What follows belongs to an exercise in optimizing a design on an open flow for small area, a short achievable clock period and few clock cycles per item; a production flow would make more cautious choices.
In this exercise RTL edits were held to simulation tests only and were not proved equivalent to the original.
Power is estimated from default activity; no workload was simulated.

## mcm_pipe
module mcm_pipe (
    input  logic         clk,
    input  logic         rst,
    input  logic         in_valid,
    output logic         in_ready,
    input  logic [31:0]  in_x,
    input  logic [4:0]   in_frac,
    input  logic         in_mode,
    output logic         out_valid,
    input  logic         out_ready,
    output logic [255:0] out_y
);
Settings: LEC_CHECK=0, CAP_MARGIN=20, CORE_MARGIN=2, CORE_UTILIZATION=40, SLEW_MARGIN=20; clock period 10.0 ns.
standard.sh (not shown) runs the stock make flow with config.mk's settings and CLKGATE_MAP_FILE= SYNTH_SCRIPT=/design/flow/synth_recipe.tcl, a recipe that flattens the netlist after the stock synthesis.
==> flow/flow/run.sh <==
#!/bin/bash
set -euo pipefail
cd "$(dirname "$0")/.."
export BUFFER_PORTS_ARGS="-buffer_cell sky130_fd_sc_hd__buf_1"
export SETUP_SLACK_MARGIN=6.6
bash standard.sh > standard_flow.log 2>&1
The baseline finished clean.
Testbench counts at the start, summed over its fixed seeds: cycles 9,616, items 9,600.
==> next run, changes <==
==> flow/flow/run.sh (replaced) <==
#!/bin/bash
set -euo pipefail
cd "$(dirname "$0")/.."
export BUFFER_PORTS_ARGS="-buffer_cell sky130_fd_sc_hd__buf_2"
bash standard.sh > standard_flow.log 2>&1
CTS_BUF_LIST = sky130_fd_sc_hd__clkbuf_4 sky130_fd_sc_hd__clkbuf_8   (was default)
SETUP_SLACK_MARGIN = 5   (was default)
The new run finished clean.
Die area stays the same.
Maximum frequency goes down by 10%.
Worst setup slack gets worse by 440 ps.
Wire length went down by 9.9%.
Non-clock buffer count shrinks by 186.
Critical path depth falls by 1.
Flip-flop and latch count does not change.
Clock skew goes down by 9.1 ps.
Register-to-register slack loses 440 ps.
==> next run, changes <==
==> flow/flow/run.sh (replaced) <==
#!/bin/bash
set -euo pipefail
cd "$(dirname "$0")/.."
export BUFFER_PORTS_ARGS="-buffer_cell sky130_fd_sc_hd__buf_1"
export SETUP_SLACK_MARGIN=6.0
bash standard.sh > standard_flow.log 2>&1
CTS_BUF_LIST = default   (was sky130_fd_sc_hd__clkbuf_4 sky130_fd_sc_hd__clkbuf_8)
SETUP_SLACK_MARGIN = default   (was 5)
=> The changed run produced a clean layout. Total power is about the same. Worst setup slack is better by 390 ps. Critical path depth drops by 9. Core utilization hardly moves. Area after synthesis stays the same. Clock-buffer cell count drops by 32. Final cell count barely changes. Global-route usage is about the same.

v17:
Another version of the RTL of mcm_pipe (not shown whole).
Size in the first run: ~61 flip-flops, about 300 I/O pins, about 23000 um2 of cells after synthesis.
Design mcm_pipe, start of the top module:
module mcm_pipe (
    input  logic         clk,
    input  logic         rst,
    input  logic         in_valid,
    output logic         in_ready,
    input  logic [31:0]  in_x,
    input  logic [4:0]   in_frac,
    input  logic         in_mode,
    output logic         out_valid,
    input  logic         out_ready,
    output logic [255:0] out_y
);
==> flow/config.mk <==
export PLATFORM = sky130hd
export DESIGN_NAME = mcm_pipe
export DESIGN_NICKNAME = mcm_pipe
export VERILOG_FILES = /design/flow/design.v
export SDC_FILE = /design/flow/constraint.sdc
export NUM_CORES = 4
export LEC_CHECK = 0
export CAP_MARGIN = 20
export CORE_MARGIN = 2
export CORE_UTILIZATION = 40
export SETUP_SLACK_MARGIN = 3
export SLEW_MARGIN = 20
==> flow/constraint.sdc <==
create_clock -name core_clock -period 10.0 [get_ports {clk}]
set_input_delay 2.0000 -clock core_clock [delete_from_list [all_inputs] [get_ports {clk}]]
set_output_delay 2.0000 -clock core_clock [all_outputs]
set_load 0.01 [all_outputs]
run.sh (not shown) runs the stock make flow with config.mk's settings and CLKGATE_MAP_FILE= SYNTH_SCRIPT=/design/flow/synth_recipe.tcl, a recipe that flattens the netlist after the stock synthesis.
Stock flow here: none of the scripts above is used.
v17: flow completed, timing, DRC and antenna clean
Testbench counts of v17, summed over its fixed seeds: cycles 9,608, items 9,600.
[inputs] v4 vs v17
-- flow/config.mk --
<<< v17, line 10
export CORE_UTILIZATION = 40
export SETUP_SLACK_MARGIN = 3
export SLEW_MARGIN = 20
>>> v4, line 10
export CORE_UTILIZATION = 40
export SETUP_SLACK_MARGIN = 4.5
export SLEW_MARGIN = 20
--- outcome ---
v4 reached the final stage; the timing, design-rule and antenna checks on its layout passed. Worst hold slack after final layout on v4 is behind v17. The final reports for v4 and v17 show register-to-register path setup slack higher in the former. Any difference in global placement routability congestion between v4 and v17 is small enough to ignore. Looking at power, v4 sits about 28% above v17.
[inputs] v55 vs v4
-- flow/config.mk --
<<< v4, line 10
export CORE_UTILIZATION = 40
export SETUP_SLACK_MARGIN = 4.5
export SLEW_MARGIN = 20
>>> v55, line 10
export CORE_UTILIZATION = 40
export SETUP_SLACK_MARGIN = 0
export SLEW_MARGIN = 20
- Critical path depth in v55 vs v4: up 2
- Diff v4 -> v55: met2 wire length -23%, global router's overall resource usage -3.9 points.
- Number of non-clock buffers in the layout went down by more than half going from v4 to v55.
- v55: maximum single-stage delay on the critical path higher than v4
- Measured against v4, the power of v55 comes out at 0.76 times the reference value.
- Height of the die essentially unchanged between v4 and v55.
- Measured against each other, v55 and v4 differ in per-cell routed wire length, the lower figure coming from v55.
- Compared to v4, the router laid down less metal wire for v55.
- v55: area growth from synthesis to layout 29 points below v4
## Diff of input files: v32 against v55
-- flow/config.mk --
<<< v55, line 10
export CORE_UTILIZATION = 40
export SETUP_SLACK_MARGIN = 0
export SLEW_MARGIN = 20
>>> v32, line 10
export CORE_UTILIZATION = 40
export SETUP_SLACK_MARGIN = 2
export SLEW_MARGIN = 20
[summary]
Total power across v32 and v55: no real change.
Switching power total: v55 vs v32 identical
v32 ended with every stage complete and zero timing, DRC or antenna violations.
In terms of fraction of power consumed by the clock network, v32 and v55 differ only marginally.
Going from v55 to v32, clock-buffer cell count about even; critical path data required time held steady; critical path depth in cells neither gained nor lost much.
For number of instances in the synthesized netlist, v32 and v55 come out practically identical.
The number of standard-cell rows in the floorplan was comparable across v32 and v55.
There was hardly any difference in antenna diode count between v55 and v32.
Status: combinational group share of total power parity (v32, v55)

Another version of the RTL of mcm_pipe (not shown whole).
For scale: about 2800 cells after synthesis.
==> flow/config.mk <==
export PLATFORM = sky130hd
export DESIGN_NAME = mcm_pipe
export DESIGN_NICKNAME = mcm_pipe
export VERILOG_FILES = /design/flow/design.v
export SDC_FILE = /design/flow/constraint.sdc
export NUM_CORES = 4
export LEC_CHECK = 0
export CAP_MARGIN = 20
export CORE_MARGIN = 2
export CORE_UTILIZATION = 40
export SETUP_SLACK_MARGIN = 3.75
export SLEW_MARGIN = 20
==> flow/constraint.sdc <==
create_clock -name core_clock -period 10.0 [get_ports {clk}]
set_input_delay 2.0000 -clock core_clock [delete_from_list [all_inputs] [get_ports {clk}]]
set_output_delay 2.0000 -clock core_clock [all_outputs]
set_load 0.01 [all_outputs]
standard.sh (not shown) runs the stock make flow with config.mk's settings and CLKGATE_MAP_FILE= SYNTH_SCRIPT=/design/flow/synth_recipe.tcl, a recipe that flattens the netlist after the stock synthesis.
==> flow/flow/run.sh <==
#!/bin/bash
set -euo pipefail
cd "$(dirname "$0")/.."
export BUFFER_PORTS_ARGS="-buffer_cell sky130_fd_sc_hd__buf_2"
bash standard.sh > standard_flow.log 2>&1
Testbench counts at the start, summed over its fixed seeds: cycles 9,608, items 9,600.
Rerun with:
==> flow/run.sh (new file) <==
#!/bin/bash
# synth_recipe.tcl (not shown) runs the flow's synth.tcl, then flattens the netlist and writes it again
# the make line also repeats each setting of config.mk as NAME=value (left out here)
make -C /OpenROAD-flow-scripts/flow DESIGN_CONFIG=/design/flow/config.mk WORK_HOME=/design/flow/orfs CLKGATE_MAP_FILE= SYNTH_SCRIPT=/design/flow/synth_recipe.tcl finish
--- a/flow/config.mk
+++ b/flow/config.mk
@@ -11 +11 @@
-export SETUP_SLACK_MARGIN = 3.75
+export SETUP_SLACK_MARGIN = 3.7
removed: flow/flow/run.sh
removed: flow/standard.sh
Combinational power came out higher by roughly a tenth.
Worst setup slack got worse by 110 ps.
Total power came out higher by roughly a tenth.
Synthesized cell count does not change.
Rerun with:
==> flow/flow/run.sh (new file) <==
#!/bin/bash
set -euo pipefail
cd "$(dirname "$0")/.."
export BUFFER_PORTS_ARGS="-buffer_cell sky130_fd_sc_hd__buf_2"
bash standard.sh > standard_flow.log 2>&1
==> flow/standard.sh (new file) <==
#!/bin/bash
# synth_recipe.tcl (not shown) runs the flow's synth.tcl, then flattens the netlist and writes it again
# the make line also repeats each setting of config.mk as NAME=value (left out here)
make -C /OpenROAD-flow-scripts/flow DESIGN_CONFIG=/design/flow/config.mk WORK_HOME=/design/flow/orfs CLKGATE_MAP_FILE= SYNTH_SCRIPT=/design/flow/synth_recipe.tcl "${@:-finish}"
--- a/flow/config.mk
+++ b/flow/config.mk
@@ -11 +11 @@
-export SETUP_SLACK_MARGIN = 3.7
+export SETUP_SLACK_MARGIN = 3.5
removed: flow/run.sh
Sequential power hardly moves. Routed wire length goes down by 3.9%. Count of clock-buffer cells in the layout does not change. Worst setup slack improves by 43 ps. Register-to-register slack stays flat. Critical path depth goes down by 5.
Rerun with:
==> flow/run.sh (new file) <==
#!/bin/bash
# synth_recipe.tcl (not shown) runs the flow's synth.tcl, then flattens the netlist and writes it again
# the make line also repeats each setting of config.mk as NAME=value (left out here)
make -C /OpenROAD-flow-scripts/flow DESIGN_CONFIG=/design/flow/config.mk WORK_HOME=/design/flow/orfs CLKGATE_MAP_FILE= SYNTH_SCRIPT=/design/flow/synth_recipe.tcl finish
removed: flow/flow/run.sh
removed: flow/standard.sh
Clock power is lower by 10%.
Worst setup slack got worse by 43 ps.
Utilization is higher by 3.2 points.
Maximum frequency is lower by 0.68%.
Clock-buffer cell count does not change.
Cell count is higher by 0.33%.
Synthesized cell count is unchanged.
Routed wire length hardly moves.
Flip-flop and latch count is unchanged.
Non-clock buffer count is higher by 12.
Cell area is higher by 7.1%.
Rerun with:
--- a/flow/config.mk
+++ b/flow/config.mk
@@ -11 +11 @@
-export SETUP_SLACK_MARGIN = 3.5
+export SETUP_SLACK_MARGIN = 4
Sequential cell count is unchanged.
Register-to-register slack degrades by 30 ps.
Final cell count climbs by a few percent.
Worst hold slack degrades by 33 ps.
Die area stays the same.
Non-clock buffer count climbs by 140.
Fmax climbs slightly.
Total power climbs by roughly a tenth.
Synthesized area is unchanged.

mcm_pipe, a different RTL version from the one above (not shown whole).
For scale: ~3,000 cells after synthesis, about 320 flip-flops.
Settings: LEC_CHECK=0, CAP_MARGIN=20, CORE_MARGIN=2, CORE_UTILIZATION=40, SLEW_MARGIN=20; clock period 10.0 ns.
==> flow/flow/run.sh <==
#!/bin/bash
set -euo pipefail
cd "$(dirname "$0")/.."
export BUFFER_PORTS_ARGS="-buffer_cell sky130_fd_sc_hd__buf_1"
export SETUP_SLACK_MARGIN=6.0
bash standard.sh > standard_flow.log 2>&1
The starting point went through all stages and came out clean.
Testbench counts at the start, summed over its fixed seeds: cycles 9,616, items 9,600.
Edit:
CTS_CLUSTER_DIAMETER = 100   (was not set)
CTS_CLUSTER_SIZE = 30   (was not set)
Result:
- worst hold slack is better by 11 ps
- via count fell slightly
- worst setup slack gets better by 29 ps
- power decreases by a few percent
- flip-flop and latch count does not change
- cell area falls slightly
- clock-buffer cell count decreases by 29
Edit:
==> flow/flow/run.sh (replaced) <==
#!/bin/bash
set -euo pipefail
cd "$(dirname "$0")/.."
export BUFFER_PORTS_ARGS="-buffer_cell sky130_fd_sc_hd__buf_1"
export SETUP_SLACK_MARGIN=5.8
bash standard.sh > standard_flow.log 2>&1
CTS_CLUSTER_SIZE = 24   (was 30)
Result: Hold slack degrades by 3.8 ps. Final area is lower slightly. Via count hardly moves.
Edit:
==> flow/flow/run.sh (replaced) <==
#!/bin/bash
set -euo pipefail
cd "$(dirname "$0")/.."
export BUFFER_PORTS_ARGS="-buffer_cell sky130_fd_sc_hd__buf_1"
export SETUP_SLACK_MARGIN=6.15
bash standard.sh > standard_flow.log 2>&1
After rerunning: The changed run finished with timing, DRC and antenna clean. Routed wire length went up by 5.7%. Sequential power stays flat. Design area went up by 3.8%. First-iteration DRC count went up by 7.9%. Die area does not change. Worst setup slack gains 260 ps.
Edit:
==> flow/flow/run.sh (replaced) <==
#!/bin/bash
set -euo pipefail
cd "$(dirname "$0")/.."
export BUFFER_PORTS_ARGS="-buffer_cell sky130_fd_sc_hd__buf_1"
export SETUP_SLACK_MARGIN=6.0
bash standard.sh > standard_flow.log 2>&1
Effect:
- clock power is about the same
- die area is unchanged
- first-iteration DRC count fell by 10%
- routed wire length fell by about 5%
- combinational power fell by about 5%

mcm_pipe with an RTL version that a note above also has.
For scale: about 3,100 cells after synthesis, roughly 320 flip-flops.
==> flow/config.mk <==
export PLATFORM = sky130hd
export DESIGN_NAME = mcm_pipe
export DESIGN_NICKNAME = mcm_pipe
export VERILOG_FILES = /design/flow/design.v
export SDC_FILE = /design/flow/constraint.sdc
export NUM_CORES = 4
export LEC_CHECK = 0
export CAP_MARGIN = 20
export CORE_MARGIN = 2
export CORE_UTILIZATION = 40
export SLEW_MARGIN = 20
==> flow/constraint.sdc <==
create_clock -name core_clock -period 10.0 [get_ports {clk}]
set_input_delay 2.0000 -clock core_clock [delete_from_list [all_inputs] [get_ports {clk}]]
set_output_delay 2.0000 -clock core_clock [all_outputs]
set_load 0.01 [all_outputs]
==> flow/flow/run.sh <==
#!/bin/bash
set -euo pipefail
cd "$(dirname "$0")/.."
export BUFFER_PORTS_ARGS="-buffer_cell sky130_fd_sc_hd__buf_1"
export SETUP_SLACK_MARGIN=6.3
bash standard.sh > standard_flow.log 2>&1
The baseline went through all stages and came out clean.
Testbench counts at the start, summed over its fixed seeds: cycles 9,616, items 9,600.
Rerun with:
Settings changed: CORE_UTILIZATION 40 to 55.
Synthesized cell count stays the same.
Count of clock-buffer cells in the layout decreases by 1.
Die area falls by about 27%.
First-iteration DRC count drops by about 19%.
Non-clock buffer count goes up by 16.
Rerun with:
==> flow/flow/run.sh (replaced) <==
#!/bin/bash
set -euo pipefail
cd "$(dirname "$0")/.."
export BUFFER_PORTS_ARGS="-buffer_cell sky130_fd_sc_hd__buf_2"
bash standard.sh > standard_flow.log 2>&1
Settings changed: CORE_UTILIZATION 55 to 40, SETUP_SLACK_MARGIN set to 5.
The changed run finished with timing, DRC and antenna clean.
Cell area is lower by 4.2%.
Cell count rose by 4.2%.
Sequential share of layout area increases by 1.1 points.
Clock-buffer cell count went up by 6.
Maximum frequency goes down by 9.9%.
Hold slack hardly moves.
Routed wire length fell by 4.3%.
Critical path depth stays the same.
Setup slack gets worse by 0.41 ns.
Power drops by 6.8%.
Rerun with:
==> flow/flow/run.sh (replaced) <==
#!/bin/bash
set -euo pipefail
cd "$(dirname "$0")/.."
export BUFFER_PORTS_ARGS="-buffer_cell sky130_fd_sc_hd__buf_1"
export SETUP_SLACK_MARGIN=6.0
bash standard.sh > standard_flow.log 2>&1
Settings changed: CTS_CLUSTER_DIAMETER set to 100, CTS_CLUSTER_SIZE set to 30, SETUP_SLACK_MARGIN 5 to unset.
Effect: Wire length barely changes; clock-buffer cell count falls by 29; fmax rises by 10%; worst setup slack gets better by 0.39 ns; worst hold slack gets better by 0.013 ns; final area falls by 1.4%; sequential power stays flat; clock skew rises by 0.011 ns; total power falls by 5.1%.
Rerun with:
==> flow/flow/run.sh (replaced) <==
#!/bin/bash
set -euo pipefail
cd "$(dirname "$0")/.."
export BUFFER_PORTS_ARGS="-buffer_cell sky130_fd_sc_hd__buf_2"
export SETUP_SLACK_MARGIN=5.8
bash standard.sh > standard_flow.log 2>&1
Settings changed: CTS_CLUSTER_DIAMETER 100 to unset, CTS_CLUSTER_SIZE 30 to unset.
Outcome:
- critical path depth grows by 9
- clock skew came out lower by 0.013 ns
- flip-flop and latch count does not change
- power is higher by a few percent
- global-route usage grows by 0.32 points
- count of clock-buffer cells in the layout is higher by 29

mcm_pipe, a different RTL version from the one above (not shown whole).
Size in the first run: about 2800 cells after synthesis, about 300 I/O pins, ~0.023 mm2 of cells after synthesis.
Settings: LEC_CHECK=0, CAP_MARGIN=20, CORE_MARGIN=2, CORE_UTILIZATION=40, SETUP_SLACK_MARGIN=4, SLEW_MARGIN=20; clock period 10.0 ns.
==> flow/flow/run.sh <==
#!/bin/bash
set -euo pipefail
cd "$(dirname "$0")/.."
export BUFFER_PORTS_ARGS="-buffer_cell sky130_fd_sc_hd__buf_2"
bash standard.sh > standard_flow.log 2>&1
Testbench counts at the start, summed over its fixed seeds: cycles 9,608, items 9,600.
Change:
- SETUP_SLACK_MARGIN: 4 -> 3.5
Effect: Clock skew hardly moves; cell count went down by 2.2%; worst setup slack is worse by 0.26 ns; area after synthesis is unchanged; power falls by 16%; critical path depth fell by 3.

## static timing again, ports no longer ideal
Ports are ideal in the flow. The routed layouts listed here were re-timed in OpenROAD.
Step 1 sets driving cells, clkbuf_16 on the clock port and buf_2 on the other inputs (assumed; they add their load-dependent delay and slew).
Step 2 moves the port delays by t, midway between the first and last clock arrival at a register: inputs arrive t later, outputs are due t later. That takes back most of the time a late clock gives input paths.
Slacks: ideal / step 1 / step 2; pairs: ideal / step 1.
run | t, ns | setup WS [ns] | latest minus earliest clock arrival (ns) | worst register clock-pin slew, ns
the first run of note 1 | 0.649 | 6.223 / 6.223 / 6.033 | 0.036 / 0.036 | 0.07 / 0.07
the second run of note 1 | 0.752 | 5.783 / 5.783 / 5.496 | 0.025 / 0.025 | 0.07 / 0.07
the third run of note 1 | 0.641 | 6.175 / 6.112 / 5.630 | 0.020 / 0.020 | 0.07 / 0.07
v17 | 0.421 | 3.084 / 3.034 / 3.456 | 0.011 / 0.011 | 0.07 / 0.07
v4 | 0.422 | 3.341 / 3.293 / 3.715 | 0.010 / 0.010 | 0.07 / 0.07
v55 | 0.427 | 2.278 / 2.229 / 2.657 | 0.011 / 0.011 | 0.07 / 0.07
v32 | 0.427 | 2.278 / 2.229 / 2.657 | 0.011 / 0.011 | 0.07 / 0.07
the first run of note 3 | 0.420 | 3.726 / 3.676 / 4.097 | 0.012 / 0.011 | 0.07 / 0.07
the second run of note 3 | 0.418 | 3.614 / 3.566 / 3.984 | 0.010 / 0.010 | 0.07 / 0.07
the third run of note 3 | 0.422 | 3.657 / 3.608 / 4.030 | 0.011 / 0.010 | 0.07 / 0.07
the fourth run of note 3 | 0.419 | 3.614 / 3.566 / 3.985 | 0.012 / 0.012 | 0.07 / 0.07
the fifth run of note 3 | 0.431 | 3.682 / 3.632 / 4.063 | 0.008 / 0.008 | 0.07 / 0.07
the first run of note 4 | 0.637 | 6.141 / 6.141 / 5.651 | 0.035 / 0.035 | 0.07 / 0.07
the second run of note 4 | 0.639 | 6.170 / 6.138 / 5.730 | 0.038 / 0.037 | 0.12 / 0.12
the third run of note 4 | 0.638 | 5.947 / 5.947 / 5.726 | 0.032 / 0.032 | 0.10 / 0.10
the fourth run of note 4 | 0.639 | 6.208 / 6.208 / 5.714 | 0.030 / 0.030 | 0.10 / 0.10
the fifth run of note 4 | 0.637 | 6.177 / 6.158 / 5.733 | 0.035 / 0.035 | 0.10 / 0.10
the first run of note 5 | 0.629 | 6.220 / 6.220 / 5.854 | 0.018 / 0.019 | 0.06 / 0.06
the second run of note 5 | 0.615 | 6.217 / 6.217 / 5.873 | 0.026 / 0.026 | 0.07 / 0.07
the third run of note 5 | 0.633 | 5.802 / 5.802 / 5.499 | 0.021 / 0.021 | 0.07 / 0.07
the fourth run of note 5 | 0.639 | 6.196 / 6.133 / 5.643 | 0.032 / 0.032 | 0.12 / 0.12
the fifth run of note 5 | 0.638 | 6.029 / 6.027 / 5.489 | 0.020 / 0.020 | 0.07 / 0.07
the first run of note 6 | 0.430 | 3.949 / 3.894 / 4.324 | 0.022 / 0.022 | 0.08 / 0.08
the second run of note 6 | 0.423 | 3.693 / 3.638 / 4.061 | 0.021 / 0.020 | 0.08 / 0.08
After both steps every run listed still meets setup and hold. The setup slack of the fourth run of note 5, which loses most, moves by -0.063 ns with the drivers and by -0.553 ns with both steps.
